Background: an optimization exercise with open tools, aiming at small area and a short achievable clock period. Do not read the settings as production practice.
In this exercise RTL edits were held to simulation tests only and were not proved equivalent to the original.
Power is estimated from default activity; no workload was simulated.

==> 05-21: inputs <==
==> flow/design.v <==
`default_nettype none
module pcoeff_result_collector #(
  parameter int DEPTH = 64,
  parameter int SLACK = 16
) (
  input  logic                     clk,
  input  logic                     rst,
  input  logic                     resultValid_i,
  input  logic [47:0]              pcoeffSum_i,
  input  logic [12:0]              pcoeffCount_i,
  input  logic                     eccStatus_i,
  output logic                     slowDown_o,
  output logic                     outValid_o,
  input  logic                     outReady_i,
  output logic [47:0]              outSum_o,
  output logic [12:0]              outCount_o,
  output logic [$clog2(DEPTH):0]   occupancy_o,
  output logic [63:0]              totalSum_o,
  output logic [31:0]              resultsReceived_o,
  output logic                     overflowError_o,
  output logic                     eccErrorSticky_o
);
  localparam int AW = $clog2(DEPTH);
  localparam int OW = AW + 1;
  localparam int W  = 61;
  localparam int NS = DEPTH - 1;    
  localparam logic [OW-1:0] FULL_LVL = OW'(DEPTH);
  localparam logic [OW-1:0] SLOW_LVL = OW'(DEPTH - SLACK);
  logic [W-1:0]  mem_q [NS];
  logic [W-1:0]  din, head_q, head_mem;
  logic [AW-1:0] wr_q, rn_q;
  logic [OW-1:0] cnt_q;
  logic          valid_q, one_q, full_q, slow_q, overflow_q, ecc_q;
  logic [63:0]   totalSum_q;
  logic [31:0]   received_q;
  logic          pop, push, drop, up, dn, wen, wadv, radv;
  assign din  = {pcoeffSum_i, pcoeffCount_i};
  assign pop  = valid_q && outReady_i;
  assign push = resultValid_i && (!full_q || outReady_i);
  assign drop = resultValid_i && full_q && !outReady_i;
  assign up   = push && !pop;
  assign dn   = pop && !push;
  assign wen  = !full_q || outReady_i;
  assign wadv = push && valid_q && !(one_q && outReady_i);
  assign radv = pop && !one_q;
  logic [AW-1:0] wr_nxt, rn_nxt;
  assign wr_nxt = (wr_q == AW'(NS - 1)) ? '0 : wr_q + AW'(1);
  assign rn_nxt = (rn_q == AW'(NS - 1)) ? '0 : rn_q + AW'(1);
  logic [NS-1:0] wsel, rsel;
  always_comb begin
    for (int i = 0; i < NS; i++) begin
      wsel[i] = wen && (wr_q == AW'(i));
      rsel[i] = (rn_q == AW'(i));
    end
  end
  always_ff @(posedge clk) begin
    for (int i = 0; i < NS; i++)
      if (wsel[i]) mem_q[i] <= din;
  end
  always_comb begin
    head_mem = '0;
    for (int i = 0; i < NS; i++)
      head_mem = head_mem | ({W{rsel[i]}} & mem_q[i]);
  end
  always_ff @(posedge clk) begin
    if (!valid_q || outReady_i)
      head_q <= (valid_q && !one_q) ? head_mem : din;
  end
  logic [48:0] lo_sum;
  logic [15:0] hi_inc;
  assign lo_sum = {1'b0, totalSum_q[47:0]} + {1'b0, pcoeffSum_i};
  assign hi_inc = totalSum_q[63:48] + 16'd1;
  always_ff @(posedge clk) begin
    if (rst) begin
      wr_q       <= '0;
      rn_q       <= '0;
      cnt_q      <= '0;
      valid_q    <= 1'b0;
      one_q      <= 1'b0;
      full_q     <= 1'b0;
      slow_q     <= 1'b0;
      totalSum_q <= '0;
      received_q <= '0;
      overflow_q <= 1'b0;
      ecc_q      <= 1'b0;
    end else begin
      if (wadv) wr_q <= wr_nxt;
      if (radv) rn_q <= rn_nxt;
      if (push) begin
        totalSum_q <= {lo_sum[48] ? hi_inc : totalSum_q[63:48], lo_sum[47:0]};
        received_q <= received_q + 32'd1;
      end
      if (up) begin
        cnt_q   <= cnt_q + OW'(1);
        valid_q <= 1'b1;
        one_q   <= !valid_q;
        full_q  <= (cnt_q == FULL_LVL - OW'(1));
        slow_q  <= (cnt_q >= SLOW_LVL - OW'(1));
      end else if (dn) begin
        cnt_q   <= cnt_q - OW'(1);
        valid_q <= !one_q;
        one_q   <= (cnt_q == OW'(2));
        full_q  <= 1'b0;
        slow_q  <= (cnt_q >= SLOW_LVL + OW'(1));
      end
      overflow_q <= overflow_q | drop;
      ecc_q      <= ecc_q | eccStatus_i;
    end
  end
  assign slowDown_o        = slow_q;
  assign outValid_o        = valid_q;
  assign outSum_o          = head_q[60:13];
  assign outCount_o        = head_q[12:0];
  assign occupancy_o       = cnt_q;
  assign totalSum_o        = totalSum_q;
  assign resultsReceived_o = received_q;
  assign overflowError_o   = overflow_q;
  assign eccErrorSticky_o  = ecc_q;
endmodule
`default_nettype wire
==> flow/run.sh <==
#!/bin/bash
# synth_recipe.tcl (not shown) runs the flow's synth.tcl, then flattens the netlist and writes it again
# the make line also repeats each setting of config.mk as NAME=value (left out here)
make -C /OpenROAD-flow-scripts/flow DESIGN_CONFIG=/design/flow/config.mk WORK_HOME=/design/flow/orfs CLKGATE_MAP_FILE= SYNTH_SCRIPT=/design/flow/synth_recipe.tcl finish
==> flow/config.mk <==
export PLATFORM = sky130hd
export DESIGN_NAME = pcoeff_result_collector
export DESIGN_NICKNAME = pcoeff_result_collector
export VERILOG_FILES = /design/flow/design.v
export SDC_FILE = /design/flow/constraint.sdc
export NUM_CORES = 4
export LEC_CHECK = 0
export CAP_MARGIN = 20
export CORE_MARGIN = 2
export CORE_UTILIZATION = 40
export PLACE_DENSITY = 0.6
export SETUP_SLACK_MARGIN = 2.4
export SLEW_MARGIN = 20
==> flow/constraint.sdc <==
create_clock -name core_clock -period 5.0 [get_ports {clk}]
set_input_delay 1.0000 -clock core_clock [delete_from_list [all_inputs] [get_ports {clk}]]
set_output_delay 1.0000 -clock core_clock [all_outputs]
set_load 0.01 [all_outputs]
==> inputs of 08-10, as changes to 05-21 <==
==> flow/design.v, changed modules only <==
module pcoeff_result_collector #(
  parameter int DEPTH = 64,
  parameter int SLACK = 16
) (
  input  logic                     clk,
  input  logic                     rst,
  input  logic                     resultValid_i,
  input  logic [47:0]              pcoeffSum_i,
  input  logic [12:0]              pcoeffCount_i,
  input  logic                     eccStatus_i,
  output logic                     slowDown_o,
  output logic                     outValid_o,
  input  logic                     outReady_i,
  output logic [47:0]              outSum_o,
  output logic [12:0]              outCount_o,
  output logic [$clog2(DEPTH):0]   occupancy_o,
  output logic [63:0]              totalSum_o,
  output logic [31:0]              resultsReceived_o,
  output logic                     overflowError_o,
  output logic                     eccErrorSticky_o
);
  localparam int AW = $clog2(DEPTH);
  localparam int OW = AW + 1;
  localparam int W  = 61;
  localparam logic [OW-1:0] FULL_LVL = OW'(DEPTH);
  localparam logic [OW-1:0] SLOW_LVL = OW'(DEPTH - SLACK);
  logic [W-1:0]  mem_q [DEPTH];
  logic [W-1:0]  din, head_q, head_mem;
  logic [AW-1:0] wr_q, rn_q;
  logic [OW-1:0] cnt_q;
  logic          valid_q, one_q, full_q, slow_q, overflow_q, ecc_q;
  logic [63:0]   totalSum_q;
  logic [31:0]   received_q;
  logic          pop, push, drop, up, dn;
  assign din  = {pcoeffSum_i, pcoeffCount_i};
  assign pop  = valid_q && outReady_i;
  assign push = resultValid_i && (!full_q || outReady_i);
  assign drop = resultValid_i && full_q && !outReady_i;
  assign up   = push && !pop;
  assign dn   = pop && !push;
  logic [DEPTH-1:0] wsel, rsel;
  always_comb begin
    for (int i = 0; i < DEPTH; i++) begin
      wsel[i] = (wr_q == AW'(i));
      rsel[i] = (rn_q == AW'(i));
    end
  end
  always_ff @(posedge clk) begin
    for (int i = 0; i < DEPTH; i++)
      if (wsel[i]) mem_q[i] <= din;
  end
  always_comb begin
    head_mem = '0;
    for (int i = 0; i < DEPTH; i++)
      head_mem = head_mem | ({W{rsel[i]}} & mem_q[i]);
  end
  always_ff @(posedge clk) begin
    if (!valid_q || outReady_i)
      head_q <= (valid_q && !one_q) ? head_mem : din;
  end
  logic [48:0] lo_sum;
  logic [15:0] hi_inc;
  assign lo_sum = {1'b0, totalSum_q[47:0]} + {1'b0, pcoeffSum_i};
  assign hi_inc = totalSum_q[63:48] + 16'd1;
  always_ff @(posedge clk) begin
    if (rst) begin
      wr_q       <= '0;
      rn_q       <= AW'(1);
      cnt_q      <= '0;
      valid_q    <= 1'b0;
      one_q      <= 1'b0;
      full_q     <= 1'b0;
      slow_q     <= 1'b0;
      totalSum_q <= '0;
      received_q <= '0;
      overflow_q <= 1'b0;
      ecc_q      <= 1'b0;
    end else begin
      if (push) begin
        wr_q       <= wr_q + AW'(1);
        totalSum_q <= {lo_sum[48] ? hi_inc : totalSum_q[63:48], lo_sum[47:0]};
        received_q <= received_q + 32'd1;
      end
      if (pop) rn_q <= rn_q + AW'(1);
      if (up) begin
        cnt_q   <= cnt_q + OW'(1);
        valid_q <= 1'b1;
        one_q   <= !valid_q;
        full_q  <= (cnt_q == FULL_LVL - OW'(1));
        slow_q  <= (cnt_q >= SLOW_LVL - OW'(1));
      end else if (dn) begin
        cnt_q   <= cnt_q - OW'(1);
        valid_q <= !one_q;
        one_q   <= (cnt_q == OW'(2));
        full_q  <= 1'b0;
        slow_q  <= (cnt_q >= SLOW_LVL + OW'(1));
      end
      overflow_q <= overflow_q | drop;
      ecc_q      <= ecc_q | eccStatus_i;
    end
  end
  assign slowDown_o        = slow_q;
  assign outValid_o        = valid_q;
  assign outSum_o          = head_q[60:13];
  assign outCount_o        = head_q[12:0];
  assign occupancy_o       = cnt_q;
  assign totalSum_o        = totalSum_q;
  assign resultsReceived_o = received_q;
  assign overflowError_o   = overflow_q;
  assign eccErrorSticky_o  = ecc_q;
endmodule
--- a/flow/config.mk
+++ b/flow/config.mk
@@ -11,3 +11,2 @@
 export PLACE_DENSITY = 0.6
-export SETUP_SLACK_MARGIN = 2.4
 export SLEW_MARGIN = 20
==> inputs of 12-12, as changes to 05-21 <==
==> flow/design.v, changed modules only <==
module pcoeff_result_collector #(
  parameter int DEPTH = 64,
  parameter int SLACK = 16
) (
  input  logic                     clk,
  input  logic                     rst,
  input  logic                     resultValid_i,
  input  logic [47:0]              pcoeffSum_i,
  input  logic [12:0]              pcoeffCount_i,
  input  logic                     eccStatus_i,
  output logic                     slowDown_o,
  output logic                     outValid_o,
  input  logic                     outReady_i,
  output logic [47:0]              outSum_o,
  output logic [12:0]              outCount_o,
  output logic [$clog2(DEPTH):0]   occupancy_o,
  output logic [63:0]              totalSum_o,
  output logic [31:0]              resultsReceived_o,
  output logic                     overflowError_o,
  output logic                     eccErrorSticky_o
);
  localparam int AW = $clog2(DEPTH);
  localparam int OW = AW + 1;
  localparam logic [OW-1:0] FULL_LVL   = OW'(DEPTH);
  localparam logic [OW-1:0] SLOW_LVL   = OW'(DEPTH - SLACK);
  logic [60:0]   mem_q [DEPTH];
  logic [AW-1:0] wr_ptr_q, rd_ptr_q, rd_ptr_d;
  logic [OW-1:0] count_q, count_d, count_after_pop;
  logic          outValid_q, slowDown_q, overflow_q, ecc_q;
  logic [60:0]   head_q, head_d;
  logic [63:0]   totalSum_q;
  logic [31:0]   received_q;
  logic          w_push, w_pop, w_drop;
  assign w_pop  = outValid_q && outReady_i;
  assign w_push = resultValid_i && ((count_q != FULL_LVL) || w_pop);
  assign w_drop = resultValid_i && !w_push;
  always_comb begin
    count_d         = count_q;
    count_after_pop = w_pop ? (count_q - OW'(1)) : count_q;
    rd_ptr_d        = rd_ptr_q + AW'(w_pop);
    case ({w_push, w_pop})
      2'b10:   count_d = count_q + OW'(1);
      2'b01:   count_d = count_q - OW'(1);
      default: count_d = count_q;
    endcase
    if (count_after_pop == '0) head_d = {pcoeffSum_i, pcoeffCount_i};
    else                       head_d = mem_q[rd_ptr_d];
  end
  always_ff @(posedge clk) begin
    if (!rst && w_push) mem_q[wr_ptr_q] <= {pcoeffSum_i, pcoeffCount_i};
  end
  always_ff @(posedge clk) begin
    if (rst) begin
      wr_ptr_q   <= '0;
      rd_ptr_q   <= '0;
      count_q    <= '0;
      outValid_q <= 1'b0;
      head_q     <= '0;
      slowDown_q <= 1'b0;
      totalSum_q <= '0;
      received_q <= '0;
      overflow_q <= 1'b0;
      ecc_q      <= 1'b0;
    end else begin
      if (w_push) begin
        wr_ptr_q   <= wr_ptr_q + AW'(1);
        totalSum_q <= totalSum_q + {16'b0, pcoeffSum_i};
        received_q <= received_q + 32'd1;
      end
      rd_ptr_q   <= rd_ptr_d;
      count_q    <= count_d;
      outValid_q <= (count_d != '0);
      if (count_d != '0) head_q <= head_d;
      slowDown_q <= (count_d >= SLOW_LVL);
      overflow_q <= overflow_q | w_drop;
      ecc_q      <= ecc_q | eccStatus_i;
    end
  end
  assign slowDown_o        = slowDown_q;
  assign outValid_o        = outValid_q;
  assign outSum_o          = head_q[60:13];
  assign outCount_o        = head_q[12:0];
  assign occupancy_o       = count_q;
  assign totalSum_o        = totalSum_q;
  assign resultsReceived_o = received_q;
  assign overflowError_o   = overflow_q;
  assign eccErrorSticky_o  = ecc_q;
endmodule
--- a/flow/config.mk
+++ b/flow/config.mk
@@ -11,3 +11,2 @@
 export PLACE_DENSITY = 0.6
-export SETUP_SLACK_MARGIN = 2.4
 export SLEW_MARGIN = 20
==> out/metrics.yaml <==
final_layout:
  clkCellAreaFrac: 0.0730
  n_all_buffers: 734
  final_area_sq_um: 175000
  inverters: 24
timing:
  max_freq_mhz: 242
  relSlewSlack: 0.129
logic_synthesis:
  syn_area_per_cell_sq_um: 18.2
  synth_edf_count: 3965
global_routing:
  grt_max_degree: 72
critical_path:
  critPathMaxFanout: 17
  startpoint_type: "flip-flop"
pwr:
  switching_share: 0.223
outcome:
  status: "no timing/DRC/antenna violations"
Source of the figures above: 08-10

==> out/metrics.yaml <==
timing:
  relSlewSlack: 0.266
  max_freq_mhz: 237
critical_path:
  critPathMaxFanout: 27
  startpoint_type: "input port"
final_layout:
  inverters: 18
  final_area_sq_um: 186000
pwr:
  switching_share: 0.234
logic_synthesis:
  syn_area_per_cell_sq_um: 23.0
global_routing:
  grt_max_degree: 91
outcome:
  status: "no timing/DRC/antenna violations"
Source of the figures above: 12-12

==> out/metrics.yaml <==
final_layout:
  clkCellAreaFrac: 0.0662
  final_area_sq_um: 189000
  n_all_buffers: 1532
  inverters: 23
clock_network:
  cts_root_buf: "clkbuf_16"
timing:
  max_freq_mhz: 313
critical_path:
  startpoint_type: "flip-flop"
  endpoint: "totalSum_q[58]$_SDFFE_PP0P_"
logic_synthesis:
  synth_edf_count: 3904
global_routing:
  grt_max_degree: 67
pwr:
  switching_share: 0.224
outcome:
  status: "no timing/DRC/antenna violations"
Source of the figures above: 05-21

-- static timing again, ports no longer ideal --
The results above use ideal ports. As a check the final layouts listed here were re-extracted and re-timed, cells and wires unchanged.
Step 1: set_driving_cell puts a clkbuf_16 on clk and a buf_2 on each other input, an assumption about the parent block.
Step 2 times the ports against the registers' clock, not the clock port: input delays grow and output delays shrink by t, the midpoint of the rising clock arrivals with the driver on.
Three values: ideal ports, drivers, drivers and shift; two values: the first two.
run | t (ns) | setup WS [ns] | worst data-port slew with drivers (ns)
05-21 | 1.117 | 1.802 / 1.684 / 0.568 | 0.30
08-10 | 1.067 | 0.869 / 0.869 / 0.358 | 0.30
12-12 | 1.083 | 0.781 / 0.876 / -0.207 | 0.22
Met with ideal ports but missed after step 2: setup timing in 12-12. For 05-21, which loses most, drivers alone change the setup slack by -0.118 ns; drivers and shift together by -1.234 ns.
